Context: an optimization exercise on an open-source flow, tuned for small area. The choices shown serve that exercise and are no tape-out recipe.
The RTL was checked by simulation tests, not by an equivalence proof against the original design.
Power figures rest on the tool's default switching activity, not on a simulated workload.

## design/flow/config.mk

```make
export PLATFORM = sky130hd
export DESIGN_NAME = tank_game_top
export DESIGN_NICKNAME = tank_game_top
export VERILOG_FILES = /design/flow/design.v
export SDC_FILE = /design/flow/constraint.sdc
export NUM_CORES = 4
export LEC_CHECK = 0
export CAP_MARGIN = 20
export CORE_MARGIN = 2
export CORE_UTILIZATION = 60
export SLEW_MARGIN = 20
```

## design/flow/constraint.sdc

```tcl
create_clock -name core_clock -period 10.0 [get_ports {clk_100mhz}]
set_input_delay 2.0000 -clock core_clock [delete_from_list [all_inputs] [get_ports {clk_100mhz}]]
set_output_delay 2.0000 -clock core_clock [all_outputs]
set_load 0.01 [all_outputs]
```

## design/flow/design.v

```verilog
`default_nettype none
`timescale 1ns/1ps
package grid_pkg;
    typedef logic [9:0] coord_t;
    typedef enum logic [1:0] {
        dir_left  = 2'b00,
        dir_right = 2'b01,
        dir_up    = 2'b10,
        dir_down  = 2'b11
    } dir_t;
endpackage
`default_nettype wire
`default_nettype none
`timescale 1ns/1ps
package bullet_pkg;
    typedef logic [2:0] slot_t;
    typedef logic [3:0] credit_t;
    typedef enum logic {
        req_launcher = 1'b0,
        req_stepper  = 1'b1
    } requester_t;
endpackage
`default_nettype wire
`default_nettype none
`timescale 1ns/1ps
module tank_game_top
#(
    parameter int TICK_CYCLES = 200
) (
    input  wire         clk_100mhz,
    input  wire         rst,
    input  wire         press,
    input  wire         move_btn,
    input  wire         shoot_btn,
    input  wire [1:0]   dir_in,
    input  wire         spawn_valid,
    input  wire [9:0]   spawn_x,
    input  wire [9:0]   spawn_y,
    output logic        running,
    output logic [9:0]  player_x,
    output logic [9:0]  player_y,
    output logic [1:0]  player_dir,
    output logic [$clog2(8 + 1) - 1:0] bullet_count,
    output logic [$clog2(4 + 1) - 1:0] target_count,
    output logic [4*4 - 1:0]          score
);
    function automatic logic [5:0] step6(input logic [5:0] a, input logic dn);
        logic c;
        c = 1'b1;
        for (int i = 0; i < 6; i++) begin
            step6[i] = a[i] ^ c;
            c = c & (a[i] ^ dn);
        end
    endfunction
    function automatic logic [5:0] step6c(input logic [5:0] a, input logic dn, input logic cin);
        logic c;
        c = cin;
        for (int i = 0; i < 6; i++) begin
            step6c[i] = a[i] ^ c;
            c = c & (a[i] ^ dn);
        end
    endfunction
    function automatic logic [4:0] step5(input logic [4:0] a, input logic dn);
        logic c;
        c = 1'b1;
        for (int i = 0; i < 5; i++) begin
            step5[i] = a[i] ^ c;
            c = c & (a[i] ^ dn);
        end
    endfunction
    function automatic logic [1:0] fadd(input logic a, input logic b, input logic c);
        fadd = {(a & b) | (c & (a ^ b)), a ^ b ^ c};
    endfunction
    function automatic logic [7:0] inc8(input logic [7:0] a);
        logic c;
        c = 1'b1;
        for (int i = 0; i < 8; i++) begin
            inc8[i] = a[i] ^ c;
            c = c & a[i];
        end
    endfunction
    logic [1:0] btn_s0, btn_s1, btn_s2, btn_edge;
    logic [1:0] dir_s0, dir_s1;
    always_ff @(posedge clk_100mhz) begin
        if (rst) begin
            btn_s0   <= '0;
            btn_s1   <= '0;
            btn_s2   <= '0;
            btn_edge <= '0;
            dir_s0   <= 2'd1;
            dir_s1   <= 2'd1;
        end else begin
            btn_s0   <= {shoot_btn, move_btn};
            btn_s1   <= btn_s0;
            btn_s2   <= btn_s1;
            btn_edge <= btn_s1 & ~btn_s2;
            dir_s0   <= dir_in;
            dir_s1   <= dir_s0;
        end
    end
    logic [7:0] ph;
    logic [7:4] ph_hi;
    logic [3:0] ph_lo;
    logic [7:0] ph_inc;
    logic       ph_end;
    logic       first;
    logic       block;
    logic       step;
    assign ph     = running ? {ph_hi, ph_lo} : 8'd0;
    assign ph_inc = inc8(ph);
    assign ph_end = ph[7] & ph[6] & ph[2] & ph[1] & ph[0];
    always_ff @(posedge clk_100mhz) begin
        if (rst || !running || ph_end) ph_hi <= '0;
        else                           ph_hi <= ph_inc[7:4];
        if (rst || ph_end || (!running && ph_lo[3]))
            ph_lo <= '0;
        else if (running)
            ph_lo <= ph_inc[3:0];
        else
            ph_lo <= {ph_lo[1] & ~ph_lo[2], ph_lo[1], ph_lo[0], press};
        if (rst || !running) first <= 1'b1;
        else if (ph_end)     first <= 1'b0;
    end
    assign block = !first && ph[7:3] == 5'd0;
    assign step  = !first && ph[7:4] == 4'd0 && (ph[3] ? ph[2:0] == 3'd0 : ph[2:0] != 3'd0);
    logic [5:0] px, py;
    logic [1:0] pdir;
    logic [5:0] mm, mf;
    logic       mok;
    logic       wr_req;
    logic [5:0] wr_m, wr_f;
    logic [1:0] wr_dir;
    logic       wr_gnt;
    logic [7:0] valid;
    always_comb begin
        logic [5:0] op;
        case (pdir)
            2'd0: mok = px != 6'd0;
            2'd1: mok = px != 6'd57;
            2'd2: mok = py != 6'd0;
            default: mok = py != 6'd42;
        endcase
        op = pdir[1] ? py : px;
        mm = {step5(op[5:1], ~pdir[0]), op[0]};
        mf = pdir[1] ? px : py;
    end
    assign wr_gnt = wr_req & ~block;
    always_ff @(posedge clk_100mhz) begin
        if (rst) begin
            running <= 1'b0;
            px      <= '0;
            py      <= '0;
            pdir    <= 2'd1;
            wr_req  <= 1'b0;
        end else begin
            if (ph_lo[3]) running <= 1'b1;
            if (running && btn_edge[0]) begin
                pdir <= dir_s1;
                px <= step6c(px, ~dir_s1[0], !dir_s1[1] && px != (dir_s1[0] ? 6'd57 : 6'd0));
                py <= step6c(py, ~dir_s1[0],  dir_s1[1] && py != (dir_s1[0] ? 6'd42 : 6'd0));
            end
            if (wr_gnt) wr_req <= 1'b0;
            else if (running && btn_edge[1] && !(&valid) && mok) wr_req <= 1'b1;
        end
    end
    always_ff @(posedge clk_100mhz) begin
        if (!wr_req) begin
            wr_m   <= mm;
            wr_f   <= mf;
            wr_dir <= pdir;
        end
    end
    assign player_x   = {4'd0, px};
    assign player_y   = {4'd0, py};
    assign player_dir = pdir;
    logic [7:0][13:0] ring;
    logic [2:0]  free_slot;
    logic [2:0]  wr_pos;
    logic [5:0]  hm, hf, nm, nx, ny;
    logic [1:0]  hd;
    logic        hv;
    logic        leaves;
    logic        probe;
    logic        hit;
    logic        kill;
    always_comb begin
        free_slot = '0;
        for (int i = 7; i >= 0; i--)
            if (!valid[i]) free_slot = 3'(i);
    end
    always_comb begin
        logic b;
        b = 1'b0;
        for (int i = 0; i < 3; i++) begin
            wr_pos[i] = free_slot[i] ^ ph[i] ^ b;
            b = (~free_slot[i] & ph[i]) | (~(free_slot[i] ^ ph[i]) & b);
        end
    end
    assign {hd, hm, hf} = ring[0];
    logic [7:0] valid_rot;
    assign valid_rot = {valid[6:0], valid[7]};
    assign hv = valid_rot[ph[2:0]];
    always_comb begin
        nm = step6c(hm, ~hd[0], step);
        nx = hd[1] ? hf : nm;
        ny = hd[1] ? nm : hf;
        case (hd)
            2'd0, 2'd2: leaves = hm == 6'd63;
            2'd1:       leaves = hm == 6'd58;
            default:    leaves = hm == 6'd43;
        endcase
    end
    assign probe = step & hv & ~leaves;
    assign kill  = step & hv & (leaves | hit);
    logic       ins_pend;
    logic [1:0] ins_pos;
    logic [3:0] ins_sel;
    always_ff @(posedge clk_100mhz) begin
        ins_pend <= wr_gnt & wr_pos[0];
        ins_pos  <= wr_pos[2:1];
    end
    always_comb begin
        for (int q = 0; q < 4; q++)
            ins_sel[q] = (wr_gnt && !wr_pos[0] && wr_pos[2:1] == 2'(q))
                      || (ins_pend && ins_pos == 2'(q));
    end
    always_ff @(posedge clk_100mhz) begin
        for (int p = 0; p < 8; p++) begin
            if (p % 2 == 0 && ins_sel[p / 2])
                ring[p] <= {wr_dir, wr_m, wr_f};
            else if (p == 7)
                ring[p] <= {hd, nm, hf};
            else
                ring[p] <= ring[p + 1];
        end
    end
    always_ff @(posedge clk_100mhz) begin
        if (rst) begin
            valid <= '0;
        end else begin
            if (wr_gnt) valid[free_slot] <= 1'b1;
            for (int i = 0; i < 8; i++)
                if (kill && ph[2:0] == 3'((i + 1) % 8)) valid[i] <= 1'b0;
        end
    end
    always_comb begin
        logic [1:0] a, b, c, d, e, f;
        a = fadd(valid[0], valid[1], valid[2]);
        b = fadd(valid[3], valid[4], valid[5]);
        c = fadd(valid[6], valid[7], a[0]);
        d = fadd(b[0], c[0], 1'b0);
        e = fadd(a[1], b[1], c[1]);
        f = fadd(e[0], d[1], 1'b0);
        bullet_count = {e[1] & f[1], e[1] ^ f[1], f[0], d[0]};
    end
    logic [3:0][5:0] tx;
    logic [3:0][5:0] ty;
    logic [3:0] tvalid;
    logic [3:0] match;
    logic [1:0] hit_idx;
    logic [1:0] free_idx;
    logic       spawn_ok;
    logic       dead;
    logic [4:0] nxh_m1, nyh_m1;
    logic [5:0] spx_m1, spy_m1;
    function automatic logic [5:0] dec6(input logic [5:0] a);
        logic b;
        b = 1'b1;
        for (int i = 0; i < 6; i++) begin
            dec6[i] = a[i] ^ b;
            b = b & ~a[i];
        end
    endfunction
    function automatic logic [4:0] dec5(input logic [4:0] a);
        logic b;
        b = 1'b1;
        for (int i = 0; i < 5; i++) begin
            dec5[i] = a[i] ^ b;
            b = b & ~a[i];
        end
    endfunction
    function automatic logic in_box(input logic [5:0] c, input logic [4:0] ch_m1,
                                    input logic [5:0] t);
        in_box = (c[5:1] == t[5:1] && (c[0] || !t[0]))
              || (ch_m1 == t[5:1] && (!c[0] || t[0]));
    endfunction
    assign nxh_m1 = dec5(nx[5:1]);
    assign nyh_m1 = dec5(ny[5:1]);
    assign spx_m1 = dec6(spawn_x[5:0]);
    assign spy_m1 = dec6(spawn_y[5:0]);
    always_comb begin
        hit_idx  = '0;
        free_idx = '0;
        for (int i = 3; i >= 0; i--) begin
            match[i] = tvalid[i] && in_box(nx, nxh_m1, tx[i]) && in_box(ny, nyh_m1, ty[i]);
            if (match[i]) hit_idx = 2'(i);
            if (!tvalid[i]) free_idx = 2'(i);
        end
    end
    assign hit      = probe & (|match);
    assign spawn_ok = running & spawn_valid & ~(&tvalid);
    assign dead     = spawn_x >= 10'd60 || spawn_y >= 10'd45;
    always_ff @(posedge clk_100mhz) begin
        if (rst) begin
            tvalid <= '0;
        end else begin
            if (spawn_ok) tvalid[free_idx] <= 1'b1;
            if (hit)      tvalid[hit_idx]  <= 1'b0;
        end
    end
    always_ff @(posedge clk_100mhz) begin
        if (spawn_ok) begin
            for (int i = 0; i < 4; i++) begin
                if (free_idx == 2'(i)) begin
                    tx[i] <= dead ? 6'd59 : spx_m1;
                    ty[i] <= spy_m1;
                end
            end
        end
    end
    always_comb begin
        target_count = '0;
        for (int i = 0; i < 4; i++) target_count = target_count + 3'(tvalid[i]);
    end
    logic [3:0] nine;
    logic [4:0] sc_en;
    always_comb begin
        for (int d = 0; d < 4; d++) nine[d] = score[4*d+3] & score[4*d];
        sc_en[0] = hit & ~(&nine);
        for (int d = 1; d < 5; d++) sc_en[d] = sc_en[d-1] & nine[d-1];
    end
    logic [15:0] score_nx;
    always_comb begin
        for (int d = 0; d < 4; d++)
            score_nx[4*d +: 4] = {score[4*d+3] ? ~score[4*d] : (score[4*d+2] & score[4*d+1] & score[4*d]),
                                  score[4*d+2] ^ (score[4*d+1] & score[4*d]),
                                  (score[4*d+1] ^ score[4*d]) & ~score[4*d+3],
                                  ~score[4*d]};
    end
    logic [15:0] score_inc;
    always_comb begin
        for (int d = 0; d < 4; d++)
            score_inc[4*d +: 4] = sc_en[d] ? score_nx[4*d +: 4] : score[4*d +: 4];
    end
    always_ff @(posedge clk_100mhz) begin
        if (rst)           score <= '0;
        else if (sc_en[0]) score <= score_inc;
    end
endmodule
`default_nettype wire
```

## design/flow/flow/run.sh

```bash
#!/bin/bash
# Layout flow: the standard flow, except that
#  - synthesis maps the logic between the flip-flops with an area-oriented
#    ABC script (flow/area.abc) instead of ORFS's delay-oriented one, and
#    leaves adders to ABC (no full/half-adder cell extraction). Flip-flop
#    mapping and names, flattening and renaming are the standard
#    synthesis's, so the registers are the standard synthesis's;
#  - the clock tree is built with the options in flow/cts_args.
set -euo pipefail
work=$(pwd)

# ORFS scripts with only the ABC script replaced
rm -rf "$work/scripts_area"
cp -r "$FLOW_HOME/scripts" "$work/scripts_area"
cp "$work/flow/area.abc" "$work/scripts_area/abc_speed.script"

# synthesis: standard.sh's make command with the copied scripts
sed 's|^make -C |make SCRIPTS_DIR='"$work"'/scripts_area ADDER_MAP_FILE= -C |' standard.sh > standard_area.sh
grep -q "SCRIPTS_DIR=$work/scripts_area" standard_area.sh
bash standard_area.sh synth > synth.log 2>&1

# the rest of the standard layout, with the clock tree options in flow/cts_args
export CTS_ARGS="$(cat "$work/flow/cts_args")"
bash standard.sh finish > layout.log 2>&1
```

## design/flow/flow/area.abc

```
strash
dch
map -a
mfs2
strash
dch
map -a
mfs2
strash
dch
map -a
topo
stime -c
```

## design/flow/flow/cts_args

```
-sink_clustering_enable -repair_clock_nets -sink_clustering_size 10 -sink_clustering_max_diameter 80 -buf_list sky130_fd_sc_hd__clkbuf_4 -root_buf sky130_fd_sc_hd__clkbuf_8 -tree_buf sky130_fd_sc_hd__clkbuf_8 -dont_use_dummy_load
```

## design/flow/standard.sh

```bash
#!/bin/bash
# synth_recipe.tcl (not shown) runs the flow's synth.tcl, then flattens the netlist and writes it again
# the make line also repeats each setting of config.mk as NAME=value (left out here)
make -C /OpenROAD-flow-scripts/flow DESIGN_CONFIG=/design/flow/config.mk WORK_HOME=/design/flow/orfs CLKGATE_MAP_FILE= SYNTH_SCRIPT=/design/flow/synth_recipe.tcl "${@:-finish}"
```

==> run_results.csv <==
group,metric,value,unit
status,status,"complete, no violations",
synth,ys_seq_area_frac,0.5720,
synth,netlist_instances,1053,
setup_path,regToRegEndpoint,"score[9]$_SDFFE_PP0P_",
routing,vias_per_cell,5.279,
sta,period_needed,6082,ps
sta,setup_slack,3918,ps
setup_path,critPathLaunch,"running$_SDFFE_PP0P_",
clock_tree,clk_pin_slew,110,ps
sta,final_hold_viol_count,0,
floorplan,initial_core_util,0.6081,
floorplan,die_h,130.2,um
clock_tree,numCtsBuffers,28,
clock_tree,insertion_delay,530,ps
min_path,hold_path_depth,0,
routing,routedWlPerCell,14.44,um
final_layout,final_layout_size_suffix_gt1_frac,0.04163,
sta,drv_slew,0,
clock_tree,holdBufCountCts,0,
power,power.total,1.490,mW
floorplan,die_area,0.01695,mm2
sta,setup_total_negative_slack,0,ps
place,place_congestion,0.9174,
power,cellLeakagePower,3.800,nW
routing,drc,0,
final_layout,final_area,0.01074,mm2
min_path,min_path_type,"flip-flop to flip-flop",
setup_path,crit_family,"simple AND/OR/NAND/NOR gates",
clock_tree,cts_resized,0,
setup_path,r2r_start,"running$_SDFFE_PP0P_",
global_routing,grt_pass1_wl,31890,um
floorplan,die_w,130.2,um
routing,drt-total-wl,19770,um
synth,synth_cell_types,41,
sta,finalCritPeriodShare,0.6082,
setup_path,cp_num_buf_inv,3,
final_layout,finalCoreUtilization,0.6833,
power,ir_drop,0.1050,mV
place,port_buffers,65,
setup_path,cp_max_fo,10,
clock_tree,post_cts_buffers,0,
job,cap_viol_max_count,0,
clock_tree,cts_tree,"done",
synth,yosysWarnings,1,
place,dp_slack,3905,ps
clock_tree,cts_root_buf,"clkbuf_8",
synth,synth_flop_cell,"dfxtp_1",
sta,skew,63.13,ps
floorplan,core_area,0.01571,mm2
clock_tree,clockBufferDepth,3,
setup_path,crit_arrival,6510,ps
place,dpl_cell_area,0.01050,mm2
routing,vias,7227,
setup_path,reg2reg_depth,23,
routing,drtPass1Iterations,5,
clock_tree,h-tree-depth,1,
setup_path,crit_chain,"clkinv_1 -> nor2_1 -> a2111oi_0 -> o21ai_0 -> nor2_1 -> nand2_1 -> xnor2_1 -> or2_2 -> o21ai_0 -> clkinv_1 -> nor2_1 -> clkinv_1 -> nor3_1 -> xnor2_1 -> o41ai_1 -> nand2_1 -> o21a_1 -> nand3_1 -> nand2_1 -> nor2_1 -> and2_2 -> nor2_1 -> a2111oi_0",
final_layout,antennaDiodeCount,0,
setup_path,cp_num_cells,23,
synth,ys_seq_elements,242,
final_layout,final_nets,1183,
synth,synthArstFlopShare,0,
final_layout,areaGrowthSynthToFinish,12.36,%
synth,synth-edff-count,62,
sta,rsz0062_at_grt,"no",
sta,setup_viol,0,
final_layout,nFillCells,1365,
sta,tightest_slew,1092,ps
sta,max_freq,164.4,MHz
sta,slew_headroom,0.2641,
setup_path,cpMostUsedCell,"nor2_1",
routing,ant_nets,0,
place,dp_hpwl,14190,um
routing,drt_iter0_drc,439,
setup_path,cp_data_required_time,10430,ps
setup_path,crit_path_end_kind,"flip-flop",
setup_path,crit_slowest_cell,"a2111oi_0",
setup_path,start_kind,"flip-flop",
global_routing,grt_pass1_vias,6476,
setup_path,max_stage_delay,580,ps
floorplan,io_pins,74,
setup_path,critPathKind,"flip-flop to flip-flop",
global_routing,grt.overflow.total,0,
setup_path,endpoint,"score[9]$_SDFFE_PP0P_",
synth,syn_area,0.009555,mm2
global_routing,grt_max_degree,35,
global_routing,grt_antenna_before_repair,0,
global_routing,grt_usage,0.2356,
synth,syn_avg_cell_area,9.074,um2
floorplan,rows,46,
clock_tree,cts.sinks,242,
power,power_density,138.7,mW/mm2
setup_path,r2r_setup_slack,3920,ps
[worst min path at each step]
stage	start	slack (ps)	to
floorplan	ring[28]$_DFF_P_	310	ring[14]$_DFF_P_
global placement	ring[41]$_DFF_P_	310	ring[27]$_DFF_P_
detailed placement	ring[67]$_DFF_P_	310	ring[53]$_DFF_P_
CTS	ring[35]$_DFF_P_	330	ring[21]$_DFF_P_
global route	ring[63]$_DFF_P_	330	ring[49]$_DFF_P_
finish	ring[63]$_DFF_P_	330	ring[49]$_DFF_P_
[worst register-to-register path: cells and delay by family (launching register included)]
kind            cells  cell delay (ps)
compound gates      6             2010
xor+xnor            2              320
buf+inv             3              540
flops               1              410
simple gates       12             2700
[cells in the final DEF, fill, tap and decap left out, drive strengths merged, types with 2 or more instances in the layout]
master,n
conb,8
o211ai,3
clkdlybuf4s50,65
buf,8
nand3,18
nor3,20
o22ai,6
a32oi,4
nand2,170
clkinv,128
o32ai,2
a41oi,2
a211oi,11
o221a,2
o21a,5
a311oi,2
xor2,47
o41ai,5
a22oi,4
o21ai,117
nand4,13
a221oi,2
a31oi,4
nor2,129
o221ai,5
xnor2,33
mux2,2
a21oi,48
nor4,3
dfxtp,180
edfxtp,62
a2111oi,3
clkbuf,28
or2,5
[through the flow]
step	cells	hold WS [ps]
finish	1369	326.9
global route	1369	330.3
CTS	1369	328.3
detailed placement	1341	312.1
global placement	1341	309.8
floorplan	1060	309.6
[cell families (layout without fill, tap and decap cells)]
logic type,after synthesis,count (layout),synth area share
other,1,8,0.0003924
xor gates and xnor gates,80,80,0.07333
muxes,3,3,0.003404
and+or+nand+nor,361,361,0.1535
DFF,242,242,0.5720
buffers and inverters,136,229,0.05657
AOI/OAI and AO/OA,230,230,0.1409
[flip-flops by register name (all words and copies together), names as in the netlist, 2 cells and up]
| register | flops |
|---|---|
| py | 6 |
| ph_lo | 4 |
| valid | 8 |
| dir_s0 | 2 |
| dir_s1 | 2 |
| wr_m | 6 |
| ring | 112 |
| btn_s0 | 2 |
| wr_f | 6 |
| btn_edge | 2 |
| pdir | 2 |
| ty | 24 |
| px | 6 |
| ins_pos | 2 |
| tx | 24 |
| ph_hi | 4 |
| wr_dir | 2 |
| score | 16 |
| btn_s1 | 2 |
| btn_s2 | 2 |
| tvalid | 4 |
[metal layers]
| metal | up-vias | GRT usage | wire length [um] |
|---|---|---|---|
| met4 | 0 | 0.05946 | 448 |
| met5 | - | 0 | 0 |
| met1 | 3292 | 0.3347 | 9456 |
| met2 | 165 | 0.3794 | 8905 |
| li1 | 3737 | - | - |
| met3 | 33 | 0.03772 | 959 |
[synthesized netlist by cell type (2+ instances only)]
library cell  count  area (um2)
a32oi_1           4       35.03
o21ai_0         117       585.6
o41ai_1           5       43.79
a22oi_1           4       30.03
a211oi_1         11       82.58
mux2_2            2       22.52
xor2_1           47       411.6
or2_2             5       31.28
o211ai_1          3       22.52
buf_4             8       60.06
o221a_2           2       22.52
clkinv_1        128       480.5
o21a_1            5       37.54
a41oi_1           2       17.52
o32ai_1           2       17.52
o22ai_1           6       37.54
a311oi_1          2       17.52
a21oi_1          48       240.2
a2111oi_0         3       26.28
nor3_1           20       100.1
nand3_1          18       90.09
nand4_1          13       81.33
edfxtp_1         62        1862
nand2_1         170       638.1
nor2_1          129       484.2
a31oi_1           4       25.02
dfxtp_1         180        3603
nor4_1            3       18.77
xnor2_1          33       289.0
o221ai_1          5       43.79
a221oi_1          2       17.52
[report_power, final]
part	switching [mW]	total, mW	leakage (nW)	internal, mW
sequential	0.00474	1.01	2.10	1.01
combinational	0.0254	0.0455	1.57	0.0201
clock	0.287	0.430	0.137	0.143
[area by class of cell]
cell class	count	area, um2	area share
flip-flops and latches	242	5465	0.5090
multi-input cells	682	3581	0.3335
repair buffers	73	710.7	0.06619
inverters	128	480.5	0.04475
well taps	216	270.3	0.02517
clock buffers	28	229.0	0.02133

## re-timing with driven ports
In the flow no input, the clock included, has a driving cell. The finished layout below was timed again as built, in two steps. Step 1 sets driving cells, clkbuf_16 on the clock port and buf_2 on the other inputs (assumed; they add their load-dependent delay and slew). Step 2 moves the port delays by t, midway between the first and last clock arrival at a register: inputs arrive t later, outputs are due t later. That takes back most of the time a late clock gives input paths. a / b / c = no drivers / after step 1 / after step 2; a / b = the first two.
t, ns: 0.545
slack for setup (ns): 3.918 / 3.918 / 3.918
clock arrival spread, ns: 0.073 / 0.073
worst slew at a driven data input, ns: 0.04
After both steps setup and hold are still met in this run. For this run, drivers alone change the setup slack by 0.000 ns; drivers and shift together by 0.000 ns.
